Background: an optimization exercise with open tools, aiming at small area, a short achievable clock period and few clock cycles per item. Do not read the settings as production practice. Function was checked by simulation only, so behaviour that the tests miss may differ from the original. Power is estimated from default activity; no workload was simulated.

==> v27 <==
// factorial_core
module factorial_core #(
    parameter int unsigned MAX_N = 20
) (
    input  logic             clk,
    input  logic             reset_n,
    input  logic             fifo_empty,
    input  logic [31:0]      fifo_dout,
    output logic             fifo_rd_en,
    output logic [63:0]      result,
    output logic             result_valid,
    input  logic             result_ready,
    output logic             overflow,
    output logic             busy
);
    logic        r_ok;
    logic        r_hs;
    logic        r_z;
    logic        w_pend;     
    logic        w_v0;       
    logic        w_v1;       
    logic [4:0]  r_c0;       
    logic [4:0]  r_c1;       
    logic [4:0]  w_code;
    logic        w_hs;
    logic        w_rd;
    logic [63:0] w_fact;
    assign w_code = {fifo_dout[4:3] | {2{|fifo_dout[31:5]}}, fifo_dout[2:0]};
    assign w_pend = r_hs && !r_z;
    assign w_v0   = r_ok ? r_z : r_hs;
    assign w_v1   = !r_ok && r_hs && r_z;
    assign w_hs   = w_v0 && result_ready;
    assign w_rd   = !fifo_empty && (r_ok || (r_hs && result_ready));
    logic w_l000;
    logic w_l001;
    logic w_l002;
    logic w_l003;
    logic w_l004;
    logic w_l005;
    logic w_l006;
    logic w_l007;
    logic w_l008;
    logic w_l009;
    logic w_l010;
    logic w_l011;
    logic w_l012;
    logic w_l013;
    logic w_l014;
    logic w_l015;
    logic w_l016;
    logic w_l017;
    logic w_l018;
    logic w_l019;
    logic w_l020;
    logic w_l021;
    logic w_l022;
    logic w_l023;
    logic w_l024;
    logic w_l025;
    logic w_l026;
    logic w_l027;
    logic w_l028;
    logic w_l029;
    logic w_l030;
    logic w_l031;
    logic w_l032;
    logic w_l033;
    logic w_l034;
    logic w_l035;
    logic w_l036;
    logic w_l037;
    logic w_l038;
    logic w_l039;
    logic w_l040;
    logic w_l041;
    assign w_l014 = r_c0[4] & ~r_c0[3];
    assign w_l015 = w_l014 & ~r_c0[2];
    assign w_fact[39] = w_l015 & r_c0[1];
  ...
Settings: LEC_CHECK=0, CAP_MARGIN=20, CORE_MARGIN=2, CORE_UTILIZATION=40, SLEW_MARGIN=20; clock period 10.0 ns.
standard.sh (not shown) runs the stock make flow with config.mk's settings and CLKGATE_MAP_FILE= SYNTH_SCRIPT=/design/flow/synth_recipe.tcl, a recipe that flattens the netlist after the stock synthesis.
==> flow/flow/run.sh <==
#!/bin/bash
set -euo pipefail
export BUFFER_PORTS_ARGS="-buffer_cell sky130_fd_sc_hd__buf_1"
export SETUP_SLACK_MARGIN=5.45
export SKIP_REPAIR_TIE_FANOUT=1
for step in synth floorplan place cts route finish; do
  bash standard.sh "$step" > "log_$step.txt" 2>&1
done
==> inputs of v12, as changes to v27 <==
==> flow/flow/run.sh (replaced) <==
#!/bin/bash
set -euo pipefail
here=$(pwd)
{
  cat <<'EOT'
proc use_flow_abc_script {name1 name2 op} {
  upvar #0 abc_args a
  set i [lsearch -exact $a -script]
  if {$i >= 0 && [lindex $a [expr {$i + 1}]] ne $::env(FLOW_ABC_SCRIPT)} {
    lset a [expr {$i + 1}] $::env(FLOW_ABC_SCRIPT)
  }
}
trace add variable ::abc_args write use_flow_abc_script
# no half/full adder cells: they would only come from XORs in the table
set ::env(ADDER_MAP_FILE) ""
EOT
  cat synth_recipe.tcl
} > flow_synth.tcl
export FLOW_ABC_SCRIPT="$here/flow/area.abc"
sed "s#SYNTH_SCRIPT=[^ ]*#SYNTH_SCRIPT=$here/flow_synth.tcl#" standard.sh > flow_standard.sh
export BUFFER_PORTS_ARGS="-buffer_cell sky130_fd_sc_hd__buf_1"
export SETUP_SLACK_MARGIN=5.4
export SKIP_REPAIR_TIE_FANOUT=1
for step in synth floorplan place cts route finish; do
  bash flow_standard.sh "$step" > "log_$step.txt" 2>&1
done
==> flow/flow/area.abc (new file) <==
strash; dch -f; map -a; mfs2; strash; dch -f; map -a; topo; stime -c; buffer -c; dnsize -c
Settings changed: ABC_AREA from default to 1, CORE_AREA from default to 2 2 60 60, CORE_MARGIN 2 to default, CORE_UTILIZATION 40 to default, DIE_AREA from default to 0 0 62 62.
==> run notes <==
Between v27 and v12, the lower fmax is in v12 (gap about 1.5%, measured against v12). Between v12 and v27, the lower area after synthesis is in v12 (gap 15%, measured against v27). Clock-buffer cell count is the same in v12 and v27. Of v27 and v12, v27 has the higher power (gap 8.8%, measured against v12). Against v12, the sequential power of v27 is higher by 9.1%.
==> figures <==
Outcome: v12 no timing/DRC/antenna violations; v27 no timing/DRC/antenna violations
Cell internal power dissipation: v12 0.109 mW; v27 0.120 mW
Clock latency of the later-clocked register in the worst-skew pair: v12 0.26 ns; v27 0.28 ns
Number of DRC markers in iteration 0: v12 103; v27 81
Destination of the worst hold path: v12 r_c0[2]$_DFFE_PP_; v27 r_c0[4]$_DFFE_PP_
HPWL after detailed placement: v12 2720 µm; v27 2680 µm
Number of resized instances in the post-cts repair step: v12 1; v27 4
Depth of the worst hold-timing path: v12 2; v27 1
Reg2reg path depth: v12 4; v27 2
Highest achievable clock rate: v12 221 MHz; v27 224 MHz
Number of placed cells counting well taps: v12 311; v27 294
Critical path peak fanout: v12 3; v27 8
Testbench counts of v27, summed over its fixed seeds: cycles 1,048, items 1,024.
Testbench counts of v12, summed over its fixed seeds: cycles 1,048, items 1,024.

---

==> v36: inputs <==
==> flow/design.v <==
module factorial_core #(
    parameter int unsigned MAX_N = 20
) (
    input  logic             clk,
    input  logic             reset_n,
    input  logic             fifo_empty,
    input  logic [31:0]      fifo_dout,
    output logic             fifo_rd_en,
    output logic [63:0]      result,
    output logic             result_valid,
    input  logic             result_ready,
    output logic             overflow,
    output logic             busy
);
    logic        r_rdok;     
    logic        r_rdhs;     
    logic        r_pend;     
    logic        r_v0;       
    logic        r_v1;       
    logic [4:0]  r_c0;       
    logic [4:0]  r_c1;       
    logic [4:0]  w_code;
    logic        w_hs;
    logic        w_rd;
    logic [63:0] w_fact;
    assign w_code = fifo_dout[4:0] | {5{|fifo_dout[31:5]}};
    assign w_hs = r_v0 && result_ready;
    assign w_rd = !fifo_empty && (r_rdok || (r_rdhs && result_ready));
    logic [20:0] w_dec;
    always_comb begin
        for (int k = 0; k <= 20; k++) w_dec[k] = (r_c0 == 5'(k));
    end
    assign w_fact[0] = w_dec[0] | w_dec[1];
    assign w_fact[1] = w_dec[2] | w_dec[3];
    assign w_fact[2] = w_dec[3];
    assign w_fact[3] = w_dec[4] | w_dec[5];
    assign w_fact[4] = w_dec[4] | w_dec[5] | w_dec[6] | w_dec[7];
    assign w_fact[5] = w_dec[5] | w_dec[7];
    assign w_fact[6] = w_dec[5] | w_dec[6];
    assign w_fact[7] = w_dec[6] | w_dec[7] | w_dec[8] | w_dec[9];
    assign w_fact[8] = w_dec[7] | w_dec[8] | w_dec[9] | w_dec[10] | w_dec[11];
    assign w_fact[9] = w_dec[6] | w_dec[7] | w_dec[10];
    assign w_fact[10] = w_dec[8] | w_dec[10] | w_dec[11] | w_dec[12] | w_dec[13];
    assign w_fact[11] = w_dec[8] | w_dec[9] | w_dec[10] | w_dec[12] | w_dec[13] | w_dec[14] | w_dec[15];
    assign w_fact[12] = w_dec[7] | w_dec[8] | w_dec[10] | w_dec[11] | w_dec[12] | w_dec[15];
    assign w_fact[13] = w_dec[12] | w_dec[14];
    assign w_fact[14] = w_dec[10] | w_dec[12] | w_dec[13] | w_dec[15];
    assign w_fact[15] = w_dec[8] | w_dec[9] | w_dec[12] | w_dec[13] | w_dec[16] | w_dec[17];
    assign w_fact[16] = w_dec[9] | w_dec[10] | w_dec[11] | w_dec[14] | w_dec[15] | w_dec[16] | w_dec[17] | w_dec[18] | w_dec[19];
    assign w_fact[17] = w_dec[10] | w_dec[14] | w_dec[15] | w_dec[18];
    assign w_fact[18] = w_dec[9] | w_dec[10] | w_dec[12] | w_dec[15] | w_dec[16] | w_dec[17] | w_dec[20];
    assign w_fact[19] = w_dec[12] | w_dec[13] | w_dec[14] | w_dec[17] | w_dec[19];
    assign w_fact[20] = w_dec[10] | w_dec[14] | w_dec[15] | w_dec[16] | w_dec[18] | w_dec[20];
    assign w_fact[21] = w_dec[10] | w_dec[11] | w_dec[13] | w_dec[14] | w_dec[15] | w_dec[16] | w_dec[18] | w_dec[20];
    assign w_fact[22] = w_dec[11] | w_dec[15] | w_dec[16] | w_dec[17] | w_dec[18];
    assign w_fact[23] = w_dec[12] | w_dec[17] | w_dec[19] | w_dec[20];
    assign w_fact[24] = w_dec[13] | w_dec[15] | w_dec[16];
    assign w_fact[25] = w_dec[11] | w_dec[13] | w_dec[15] | w_dec[16] | w_dec[17] | w_dec[18] | w_dec[19] | w_dec[20];
    assign w_fact[26] = w_dec[12] | w_dec[14] | w_dec[15] | w_dec[16] | w_dec[17] | w_dec[19];
    assign w_fact[27] = w_dec[12] | w_dec[14] | w_dec[17] | w_dec[18];
    assign w_fact[28] = w_dec[12] | w_dec[13] | w_dec[15] | w_dec[16];
    assign w_fact[29] = w_dec[13] | w_dec[15] | w_dec[16] | w_dec[17];
    assign w_fact[30] = w_dec[13] | w_dec[14] | w_dec[15] | w_dec[16] | w_dec[17] | w_dec[18];
    assign w_fact[31] = w_dec[17] | w_dec[18] | w_dec[20];
    assign w_fact[32] = w_dec[13] | w_dec[16] | w_dec[19];
    assign w_fact[33] = w_dec[16] | w_dec[17] | w_dec[19];
    assign w_fact[34] = w_dec[14] | w_dec[16] | w_dec[17] | w_dec[18] | w_dec[20];
    assign w_fact[35] = w_dec[17] | w_dec[18] | w_dec[20];
    assign w_fact[36] = w_dec[14] | w_dec[15] | w_dec[17] | w_dec[19] | w_dec[20];
    assign w_fact[37] = w_dec[15] | w_dec[17] | w_dec[18] | w_dec[20];
    assign w_fact[38] = w_dec[17] | w_dec[18] | w_dec[20];
    assign w_fact[39] = w_dec[18] | w_dec[19];
    assign w_fact[40] = w_dec[15] | w_dec[16] | w_dec[17] | w_dec[19] | w_dec[20];
    assign w_fact[41] = w_dec[16] | w_dec[17] | w_dec[18] | w_dec[19] | w_dec[20];
    assign w_fact[42] = w_dec[18] | w_dec[20];
    assign w_fact[43] = w_dec[18] | w_dec[19];
    assign w_fact[44] = w_dec[16] | w_dec[18];
    assign w_fact[45] = w_dec[18] | w_dec[19] | w_dec[20];
    assign w_fact[46] = w_dec[17] | w_dec[20];
    assign w_fact[47] = w_dec[18];
    assign w_fact[48] = w_dec[17] | w_dec[20];
    assign w_fact[49] = w_dec[18] | w_dec[20];
    assign w_fact[50] = w_dec[18];
    assign w_fact[51] = 1'b0;
    assign w_fact[52] = w_dec[18] | w_dec[19];
    assign w_fact[53] = w_dec[19];
    assign w_fact[54] = w_dec[20];
    assign w_fact[55] = w_dec[19] | w_dec[20];
    assign w_fact[56] = w_dec[19] | w_dec[20];
    assign w_fact[57] = 1'b0;
    assign w_fact[58] = 1'b0;
    assign w_fact[59] = 1'b0;
    assign w_fact[60] = 1'b0;
    assign w_fact[61] = w_dec[20];
    assign w_fact[62] = 1'b0;
    assign w_fact[63] = 1'b0;
    assign fifo_rd_en   = w_rd;
    assign result       = w_fact;
    assign overflow     = r_c0 > 5'(MAX_N);
    assign result_valid = r_v0;
    assign busy         = r_v0 || r_pend;
    logic w_v0;
    logic w_v1;
    always_comb begin
        if (w_hs || !r_v0) begin
            w_v0 = r_v1 || r_pend;
            w_v1 = r_v1 && r_pend;
        end else begin
            w_v0 = 1'b1;
            w_v1 = r_v1 || r_pend;
        end
    end
    always_ff @(posedge clk or negedge reset_n) begin
        if (!reset_n) begin
            r_rdok <= 1'b0;
            r_rdhs <= 1'b0;
            r_pend <= 1'b0;
            r_v0   <= 1'b0;
            r_v1   <= 1'b0;
        end else begin
            r_rdok <= !w_v1 && !(w_v0 && w_rd);
            r_rdhs <= (w_v1 && !w_rd) || (!w_v1 && w_v0 && w_rd);
            r_pend <= w_rd;
            r_v0   <= w_v0;
            r_v1   <= w_v1;
        end
    end
    always_ff @(posedge clk) begin
        if (w_hs || !r_v0) r_c0 <= r_v1 ? r_c1 : w_code;
        if (w_hs || !r_v1) r_c1 <= w_code;
    end
endmodule
==> flow/flow/run.sh <==
#!/bin/bash
# The standard ORFS layout, step by step, with the port buffers made of the
# smallest plain buffer (buffer_ports otherwise picks a delay cell) so repair
# can size them up where timing needs it. Each step's output goes to its own log.
set -euo pipefail
export BUFFER_PORTS_ARGS="-buffer_cell sky130_fd_sc_hd__buf_1"
for step in synth floorplan place cts route finish; do
  bash standard.sh "$step" > "log_$step.txt" 2>&1
done
==> flow/standard.sh <==
#!/bin/bash
# synth_recipe.tcl (not shown) runs the flow's synth.tcl, then flattens the netlist and writes it again
# the make line also repeats each setting of config.mk as NAME=value (left out here)
make -C /OpenROAD-flow-scripts/flow DESIGN_CONFIG=/design/flow/config.mk WORK_HOME=/design/flow/orfs CLKGATE_MAP_FILE= SYNTH_SCRIPT=/design/flow/synth_recipe.tcl "${@:-finish}"
==> flow/config.mk <==
export PLATFORM = sky130hd
export DESIGN_NAME = factorial_core
export DESIGN_NICKNAME = factorial_core
export VERILOG_FILES = /design/flow/design.v
export SDC_FILE = /design/flow/constraint.sdc
export NUM_CORES = 4
export LEC_CHECK = 0
export CAP_MARGIN = 20
export CORE_MARGIN = 2
export CORE_UTILIZATION = 40
export SLEW_MARGIN = 20
==> flow/constraint.sdc <==
create_clock -name core_clock -period 10.0 [get_ports {clk}]
set_input_delay 2.0000 -clock core_clock [delete_from_list [all_inputs] [get_ports {clk}]]
set_output_delay 2.0000 -clock core_clock [all_outputs]
set_load 0.01 [all_outputs]
==> v38 (differences from v36) <==
==> flow/flow/run.sh (replaced) <==
#!/bin/bash
set -euo pipefail
export BUFFER_PORTS_ARGS="-buffer_cell sky130_fd_sc_hd__buf_1"
export SETUP_SLACK_MARGIN=5.8
for step in synth floorplan place cts route finish; do
  bash standard.sh "$step" > "log_$step.txt" 2>&1
done
==> v11 (differences from v36) <==
--- a/flow/design.v
+++ b/flow/design.v
@@ -12,8 +12,7 @@
     output logic             overflow,
     output logic             busy
 );
-    logic        r_rdok;     
-    logic        r_rdhs;     
+    logic        r_armed;    
     logic        r_pend;     
     logic        r_v0;       
     logic        r_v1;       
@@ -25,7 +24,8 @@
     logic [63:0] w_fact;
     assign w_code = fifo_dout[4:0] | {5{|fifo_dout[31:5]}};
     assign w_hs = r_v0 && result_ready;
-    assign w_rd = !fifo_empty && (r_rdok || (r_rdhs && result_ready));
+    assign w_rd = r_armed && !fifo_empty &&
+                  (({1'b0, r_v0} + {1'b0, r_v1} + {1'b0, r_pend}) <= (w_hs ? 2'd2 : 2'd1));
     logic [20:0] w_dec;
     always_comb begin
         for (int k = 0; k <= 20; k++) w_dec[k] = (r_c0 == 5'(k));
@@ -99,30 +99,21 @@
     assign overflow     = r_c0 > 5'(MAX_N);
     assign result_valid = r_v0;
     assign busy         = r_v0 || r_pend;
-    logic w_v0;
-    logic w_v1;
-    always_comb begin
-        if (w_hs || !r_v0) begin
-            w_v0 = r_v1 || r_pend;
-            w_v1 = r_v1 && r_pend;
-        end else begin
-            w_v0 = 1'b1;
-            w_v1 = r_v1 || r_pend;
-        end
-    end
     always_ff @(posedge clk or negedge reset_n) begin
         if (!reset_n) begin
-            r_rdok <= 1'b0;
-            r_rdhs <= 1'b0;
-            r_pend <= 1'b0;
-            r_v0   <= 1'b0;
-            r_v1   <= 1'b0;
+            r_armed <= 1'b0;
+            r_pend  <= 1'b0;
+            r_v0    <= 1'b0;
+            r_v1    <= 1'b0;
         end else begin
-            r_rdok <= !w_v1 && !(w_v0 && w_rd);
-            r_rdhs <= (w_v1 && !w_rd) || (!w_v1 && w_v0 && w_rd);
-            r_pend <= w_rd;
-            r_v0   <= w_v0;
-            r_v1   <= w_v1;
+            r_armed <= 1'b1;
+            r_pend  <= w_rd;
+            if (w_hs || !r_v0) begin
+                r_v0 <= r_v1 || r_pend;
+                r_v1 <= r_v1 && r_pend;
+            end else begin
+                r_v1 <= r_v1 || r_pend;
+            end
         end
     end
     always_ff @(posedge clk) begin
==> flow/run.sh (new file) <==
#!/bin/bash
# synth_recipe.tcl (not shown) runs the flow's synth.tcl, then flattens the netlist and writes it again
# the make line also repeats each setting of config.mk as NAME=value (left out here)
make -C /OpenROAD-flow-scripts/flow DESIGN_CONFIG=/design/flow/config.mk WORK_HOME=/design/flow/orfs CLKGATE_MAP_FILE= SYNTH_SCRIPT=/design/flow/synth_recipe.tcl finish
removed: flow/flow/run.sh
removed: flow/standard.sh
==> v24 (differences from v36) <==
==> flow/run.sh (new file) <==
#!/bin/bash
# synth_recipe.tcl (not shown) runs the flow's synth.tcl, then flattens the netlist and writes it again
# the make line also repeats each setting of config.mk as NAME=value (left out here)
make -C /OpenROAD-flow-scripts/flow DESIGN_CONFIG=/design/flow/config.mk WORK_HOME=/design/flow/orfs CLKGATE_MAP_FILE= SYNTH_SCRIPT=/design/flow/synth_recipe.tcl finish
- SETUP_SLACK_MARGIN: default -> 5
removed: flow/flow/run.sh
removed: flow/standard.sh
==> comparison <==
The highest worst setup slack belongs to v38, the lowest to v11. Synthesized cell count is the same in v36 and v38. In v36 the clock power is lower than in v11, by about 10%. The lowest combinational power belongs to v36, the highest to v11. Synthesized area is the same in v36 and v24. Sequential share of layout area: v11 < v24 < v38 < v36. The highest maximum frequency belongs to v38, the lowest to v11.
Testbench counts of v36, summed over its fixed seeds: cycles 1,048, items 1,024.
Testbench counts of v38, summed over its fixed seeds: cycles 1,048, items 1,024.
Testbench counts of v11, summed over its fixed seeds: cycles 1,048, items 1,024.
Testbench counts of v24, summed over its fixed seeds: cycles 1,048, items 1,024.

[what the ideal ports hide]
The flow's constraints put no driver on any port. The routed layouts listed below were extracted and timed again, unchanged, in two steps.
Step 1 sets driving cells, clkbuf_16 on the clock port and buf_2 on the other inputs (assumed; they add their load-dependent delay and slew).
Step 2 times the ports against the registers' clock, not the clock port: input delays grow and output delays shrink by t, the midpoint of the rising clock arrivals with the driver on.
Three values: ideal ports, drivers, drivers and shift; two values: the first two.
| run | shift t [ns] | slack for setup (ns) | hold WS [ns] | pins driven straight from the clock port |
|---|---|---|---|---|
| v27 | 0.291 | 5.537 / 5.517 / 5.517 | 0.553 / 0.553 / 0.553 | 1 |
| v12 | 0.281 | 5.469 / 5.449 / 5.449 | 0.524 / 0.524 / 0.524 | 1 |
| v36 | 0.274 | 5.413 / 5.391 / 5.391 | 0.571 / 0.571 / 0.571 | 1 |
| v38 | 0.271 | 5.577 / 5.532 / 5.532 | 0.592 / 0.592 / 0.592 | 1 |
| v11 | 0.261 | 4.065 / 4.042 / 4.042 | 0.531 / 0.531 / 0.531 | 1 |
| v24 | 0.271 | 5.108 / 5.086 / 5.086 | 0.544 / 0.544 / 0.544 | 1 |
After both steps setup and hold are still met in every run listed. The setup slack of v38, which loses most, moves by -0.045 ns with the drivers and by -0.045 ns with both steps.
